This is an optimization exercise on Yosys and OpenROAD, whose aim is small area and a short achievable clock period, not a production implementation.
In this exercise RTL edits were held to simulation tests only and were not proved equivalent to the original.

==> flow/design.v <==
package mips_defs;
    typedef enum logic [2:0] {
        MD_NONE  = 3'd0,
        MD_MULT  = 3'd1,
        MD_MULTU = 3'd2,
        MD_DIV   = 3'd3,
        MD_DIVU  = 3'd4,
        MD_MTHI  = 3'd5,
        MD_MTLO  = 3'd6
    } md_op_e;
endpackage
module md_add35 (
    input  logic [34:0] x,
    input  logic [34:0] y,
    input  logic        ci,
    output logic [34:0] s
);
    logic [35:0] g, p;
    logic [34:0] h;
    always_comb begin
        g[0] = ci;
        p[0] = 1'b0;
        for (int i = 0; i < 35; i++) begin
            g[i+1] = x[i] & y[i];
            p[i+1] = x[i] ^ y[i];
            h[i]   = x[i] ^ y[i];
        end
        for (int l = 1; l < 36; l = l * 2)
            for (int i = 2 * l - 1; i < 36; i += 2 * l) begin
                g[i] = g[i] | (p[i] & g[i-l]);
                p[i] = p[i] & p[i-l];
            end
        for (int l = 16; l >= 1; l = l / 2)
            for (int i = 3 * l - 1; i < 36; i += 2 * l) begin
                g[i] = g[i] | (p[i] & g[i-l]);
                p[i] = p[i] & p[i-l];
            end
        for (int i = 0; i < 35; i++) s[i] = h[i] ^ g[i];
    end
endmodule
module md_cneg (
    input  logic [31:0] x,
    input  logic        en,
    output logic [31:0] y
);
    logic [32:0] o;      
    always_comb begin
        o[0] = 1'b0;
        for (int i = 0; i < 32; i++) begin
            y[i]   = x[i] ^ (en & o[i]);
            o[i+1] = o[i] | x[i];
        end
    end
endmodule
module md_step (
    input  logic        dvj,      
    input  logic        df,       
    input  logic [33:0] u,
    input  logic [32:0] ms,       
    input  logic        one,      
    input  logic        two,      
    input  logic        negm,     
    input  logic        bneg,     
    input  logic        qp,       
    input  logic        qin,      
    output logic [34:0] s,        
    output logic        q,        
    output logic [33:0] un        
);
    logic [34:0] m35, x, y;
    logic        neg;
    assign neg = dvj ? (qp ^ bneg) : negm;
    assign m35 = {{2{ms[32]}}, ms};
    assign y   = (({35{one}} & m35) | ({35{two}} & {m35[33:0], 1'b0})) ^ {35{neg}};
    assign x   = {u[33], u};
    md_add35 u_add (.x(x), .y(y), .ci(neg), .s(s));
    assign q  = ~s[34];
    assign un = df ? {s[32:0], qin} : {s[34], s[34:2]};
endmodule
module md_dp (
    input  logic        busy,
    input  logic        dv,
    input  logic        sg,
    input  logic [3:0]  cnt,
    input  logic        bprev,
    input  logic        aneg_r,
    input  logic [31:0] m,
    input  logic [33:0] ph,
    input  logic [31:0] pl,
    input  logic [31:0] hi,
    input  logic [31:0] lo,
    output logic        last,
    output logic [33:0] ph_n,
    output logic [31:0] pl_n,
    output logic        bprev_n,
    output logic        aneg_n,
    output logic [31:0] hi_r,
    output logic [31:0] lo_r
);
    logic first;
    assign first = (cnt == 4'd0);
    assign last  = dv ? (cnt == 4'd9) : (cnt == 4'd4);
    logic [32:0] ms;
    logic        a_neg, b_neg, div_zero;
    assign ms       = {sg & m[31], m};
    assign b_neg    = sg & m[31];
    assign div_zero = (m == 32'd0);
    assign a_neg    = first ? (sg & pl[31]) : aneg_r;
    logic [31:0] pl_neg, rem_neg;
    md_cneg u_negq (.x(pl), .en(dv & (first ? a_neg : (aneg_r ^ b_neg))), .y(pl_neg));
    md_cneg u_negr (.x(s[0][32:1]), .en(aneg_r), .y(rem_neg));
    logic       fix;
    logic [3:0] dvj, one, two, negm, qp, qin;
    assign fix = dv & (cnt == 4'd9);
    always_comb begin
        for (int j = 0; j < 4; j++) begin
            logic b2, b1, b0;
            b2 = pl[2*j+1];
            b1 = pl[2*j];
            b0 = (j == 0) ? bprev : pl[2*j-1];
            dvj[j] = dv & ~fix & ~first;
            if (dv && first) begin
                one[j]  = 1'b0;
                two[j]  = 1'b0;
                negm[j] = 1'b0;
            end else if (dv && fix) begin
                one[j]  = 1'b0;
                two[j]  = (j == 0) & ph[33];
                negm[j] = b_neg;
            end else if (dv) begin
                one[j]  = 1'b1;
                two[j]  = 1'b0;
                negm[j] = 1'b0;
            end else if (cnt == 4'd4) begin
                one[j]  = (j == 0) & ~sg & bprev;
                two[j]  = 1'b0;
                negm[j] = 1'b0;
            end else begin
                one[j]  = b1 ^ b0;
                two[j]  = b2 ? (~b1 & ~b0) : (b1 & b0);
                negm[j] = b2;
            end
            qin[j] = (dv && first) ? ((j == 3) & pl_neg[31]) : pl[30-j];
        end
    end
    logic [33:0] u [0:4];
    logic [34:0] s [0:3];
    logic [3:0]  q;
    assign u[0] = ph;
    assign qp   = {q[2:0], ~ph[33]};
    for (genvar j = 0; j < 4; j++) begin : g_step
        md_step u_step (
            .dvj(dvj[j]), .df(dv), .u(u[j]), .ms(ms), .one(one[j]), .two(two[j]), .negm(negm[j]),
            .bneg(b_neg), .qp(qp[j]), .qin(qin[j]), .s(s[j]), .q(q[j]), .un(u[j+1])
        );
    end
    always_comb begin
        hi_r = hi;
        lo_r = lo;
        if (busy && last && (!dv || !div_zero)) begin
            hi_r = dv ? rem_neg : s[0][31:0];
            lo_r = pl_neg;
        end
    end
    always_comb begin
        bprev_n = bprev;
        aneg_n  = aneg_r;
        if (dv) begin
            ph_n = u[4];
            if (first) begin
                aneg_n = a_neg;
                pl_n   = pl_neg;
            end else begin
                pl_n = {pl[27:0], q[0], q[1], q[2], q[3]};
            end
        end else begin
            ph_n    = u[4];
            pl_n    = {s[3][1:0], s[2][1:0], s[1][1:0], s[0][1:0], pl[31:8]};
            bprev_n = pl[7];
        end
    end
endmodule
module md_unit (
    input  logic        clk,
    input  logic        reset,
    input  logic        start,
    input  logic        cancel,
    input  logic [2:0]  op,
    input  logic [31:0] a,
    input  logic [31:0] b,
    output logic        busy,
    output logic [31:0] hi,
    output logic [31:0] lo
);
    logic        idle;      
    logic        dv;        
    logic        sg;        
    logic [3:0]  cnt;       
    logic        bprev;     
    logic        aneg_r;    
    logic [31:0] m;         
    logic [33:0] ph;        
    logic [31:0] pl;        
    logic        last, bprev_n, aneg_n;
    logic [33:0] ph_n;
    logic [31:0] pl_n, hi_r, lo_r;
    md_dp u_dp (
        .busy(!idle), .dv(dv), .sg(sg), .cnt(cnt), .bprev(bprev), .aneg_r(aneg_r),
        .m(m), .ph(ph), .pl(pl), .hi(hi), .lo(lo),
        .last(last), .ph_n(ph_n), .pl_n(pl_n), .bprev_n(bprev_n), .aneg_n(aneg_n),
        .hi_r(hi_r), .lo_r(lo_r)
    );
    logic go, mthi, mtlo;
    assign go   = start && !cancel && idle;
    assign mthi = go && (op == 3'd5);
    assign mtlo = go && (op == 3'd6);
    logic run;
    assign run = go && (op != 3'd0) && (op[2:1] != 2'b11) && (op != 3'd5);
    logic hi_a, hi_k, lo_a, lo_k;
    assign hi_a = mthi && !reset;
    assign hi_k = !mthi && !reset;
    assign lo_a = mtlo && !reset;
    assign lo_k = !mtlo && !reset;
    always_ff @(posedge clk) begin
        hi <= ({32{hi_a}} & a) | ({32{hi_k}} & hi_r);
        lo <= ({32{lo_a}} & a) | ({32{lo_k}} & lo_r);
    end
    always_ff @(posedge clk) begin
        if (reset) begin
            busy <= 1'b0;
            idle <= 1'b1;
        end else begin
            if (!idle) begin
                busy <= !last;
                idle <= last;
            end else begin
                busy <= run;
                idle <= !run;
            end
        end
    end
    always_ff @(posedge clk) begin
        if (idle) begin
            m     <= b;
            pl    <= a;
            ph    <= '0;
            cnt   <= '0;
            bprev <= 1'b0;
            dv    <= op[2] | (op[1] & op[0]);    
            sg    <= (op == 3'd1) || (op == 3'd3);
        end else begin
            cnt    <= cnt + 4'd1;
            ph     <= ph_n;
            pl     <= pl_n;
            bprev  <= bprev_n;
            aneg_r <= aneg_n;
        end
    end
endmodule
Settings: LEC_CHECK=0, ABC_AREA=1, CAP_MARGIN=20, CORE_MARGIN=2, CORE_UTILIZATION=40, SLEW_MARGIN=60, SYNTH_HIERARCHICAL=1, SYNTH_MINIMUM_KEEP_SIZE=2000; clock period 100.0 ns.
standard.sh (not shown) runs the stock make flow with config.mk's settings and CLKGATE_MAP_FILE= SYNTH_SCRIPT=/design/flow/synth_recipe.tcl, a recipe that flattens the netlist after the stock synthesis.
==> flow/flow/run.sh <==
#!/bin/bash
# The standard layout (standard.sh) with these changes:
#  - synthesis maps with ORFS's ABC area script, with dch -f and without its upsize step (flow/abc_area.script),
#  - the ports get plain buffers (buf_1) instead of delay cells,
#  - clock tree synthesis uses a clkbuf_16 root, clkbuf_8 elsewhere, and no dummy loads.
# Tool output: standard_make.log here and ORFS's own logs under orfs/logs.
set -euo pipefail
W=$(pwd)
rm -rf "$W/orfs_scripts"
cp -r "$FLOW_HOME/scripts" "$W/orfs_scripts"
cp "$W/flow/abc_area.script" "$W/orfs_scripts/abc_area.script"
export SCRIPTS_DIR="$W/orfs_scripts"
export BUFFER_PORTS_ARGS="-buffer_cell sky130_fd_sc_hd__buf_1"
export CTS_ARGS="-sink_clustering_enable -repair_clock_nets -dont_use_dummy_load -root_buf sky130_fd_sc_hd__clkbuf_16 -buf_list sky130_fd_sc_hd__clkbuf_8"
bash standard.sh > standard_make.log 2>&1
==> flow/flow/abc_area.script <==
strash
dch -f
map -B 0.9
topo
stime -c
buffer -c
dnsize -c
Then changed:
--- a/flow/design.v
+++ b/flow/design.v
@@ -56,10 +56,10 @@
     input  logic        dvj,      
     input  logic        df,       
     input  logic [33:0] u,
     input  logic [32:0] ms,       
-    input  logic        one,      
-    input  logic        two,      
+    input  logic        nz,
+    input  logic        two,
     input  logic        negm,     
     input  logic        bneg,     
     input  logic        qp,       
     input  logic        qin,      
@@ -70,9 +70,9 @@
     logic [34:0] m35, x, y;
     logic        neg;
     assign neg = dvj ? (qp ^ bneg) : negm;
     assign m35 = {{2{ms[32]}}, ms};
-    assign y   = (({35{one}} & m35) | ({35{two}} & {m35[33:0], 1'b0})) ^ {35{neg}};
+    assign y   = ((two ? {m35[33:0], 1'b0} : m35) & {35{nz}}) ^ {35{neg}};
     assign x   = {u[33], u};
     md_add35 u_add (.x(x), .y(y), .ci(neg), .s(s));
     assign q  = ~s[34];
     assign un = df ? {s[32:0], qin} : {s[34], s[34:2]};
@@ -109,9 +109,9 @@
     logic [31:0] pl_neg, rem_neg;
     md_cneg u_negq (.x(pl), .en(dv & (first ? a_neg : (aneg_r ^ b_neg))), .y(pl_neg));
     md_cneg u_negr (.x(s[0][32:1]), .en(aneg_r), .y(rem_neg));
     logic       fix;
-    logic [3:0] dvj, one, two, negm, qp, qin;
+    logic [3:0] dvj, nz, two, negm, qp, qin;
     assign fix = dv & (cnt == 4'd9);
     always_comb begin
         for (int j = 0; j < 4; j++) begin
             logic b2, b1, b0;
@@ -119,27 +119,23 @@
             b1 = pl[2*j];
             b0 = (j == 0) ? bprev : pl[2*j-1];
             dvj[j] = dv & ~fix & ~first;
             if (dv && first) begin
-                one[j]  = 1'b0;
+                nz[j]   = 1'b0;
                 two[j]  = 1'b0;
                 negm[j] = 1'b0;
-            end else if (dv && fix) begin
-                one[j]  = 1'b0;
-                two[j]  = (j == 0) & ph[33];
+            end else if (dv) begin
+                nz[j]   = (j == 0) ? (~fix | ph[33]) : 1'b1;
+                two[j]  = fix;
                 negm[j] = b_neg;
-            end else if (dv) begin
-                one[j]  = 1'b1;
-                two[j]  = 1'b0;
-                negm[j] = 1'b0;
             end else if (cnt == 4'd4) begin
-                one[j]  = (j == 0) & ~sg & bprev;
+                nz[j]   = (j == 0) & ~sg & bprev;
                 two[j]  = 1'b0;
                 negm[j] = 1'b0;
             end else begin
-                one[j]  = b1 ^ b0;
-                two[j]  = b2 ? (~b1 & ~b0) : (b1 & b0);
-                negm[j] = b2;
+                nz[j]   = (b1 ^ b0) | (b2 ^ b1);
+                two[j]  = ~(b1 ^ b0);
+                negm[j] = b2 & ~(b1 & b0);
             end
             qin[j] = (dv && first) ? ((j == 3) & pl_neg[31]) : pl[30-j];
         end
     end
@@ -149,9 +145,9 @@
     assign u[0] = ph;
     assign qp   = {q[2:0], ~ph[33]};
     for (genvar j = 0; j < 4; j++) begin : g_step
         md_step u_step (
-            .dvj(dvj[j]), .df(dv), .u(u[j]), .ms(ms), .one(one[j]), .two(two[j]), .negm(negm[j]),
+            .dvj(dvj[j]), .df(dv), .u(u[j]), .ms(ms), .nz(nz[j]), .two(two[j]), .negm(negm[j]),
             .bneg(b_neg), .qp(qp[j]), .qin(qin[j]), .s(s[j]), .q(q[j]), .un(u[j+1])
         );
     end
     always_comb begin
Synthesized area increases by 2.8%.
Clock skew increases by 0.015 ns.
Setup slack improves by 0.018 ns.
Global-route usage increases by 0.43 points.

re-timing with driven ports:
The results above use ideal ports. As a check the final layouts listed here were re-extracted and re-timed, cells and wires unchanged.
Step 1 assumes that a clkbuf_16 drives the clock port and a buf_2 every other input.
Step 2 times the ports against the registers' clock, not the clock port: input delays grow and output delays shrink by t, the midpoint of the rising clock arrivals with the driver on.
Slacks: ideal / step 1 / step 2; pairs: ideal / step 1.
run | t (ns) | slack for setup (ns) | clock arrival spread, ns
the first run | 0.500 | 78.913 / 78.858 / 78.556 | 0.039 / 0.040
the second run | 0.496 | 78.930 / 78.875 / 78.559 | 0.054 / 0.054
After both steps setup and hold are still met in every run listed. For the second run, which loses most, drivers alone change the setup slack by -0.055 ns; drivers and shift together by -0.371 ns.
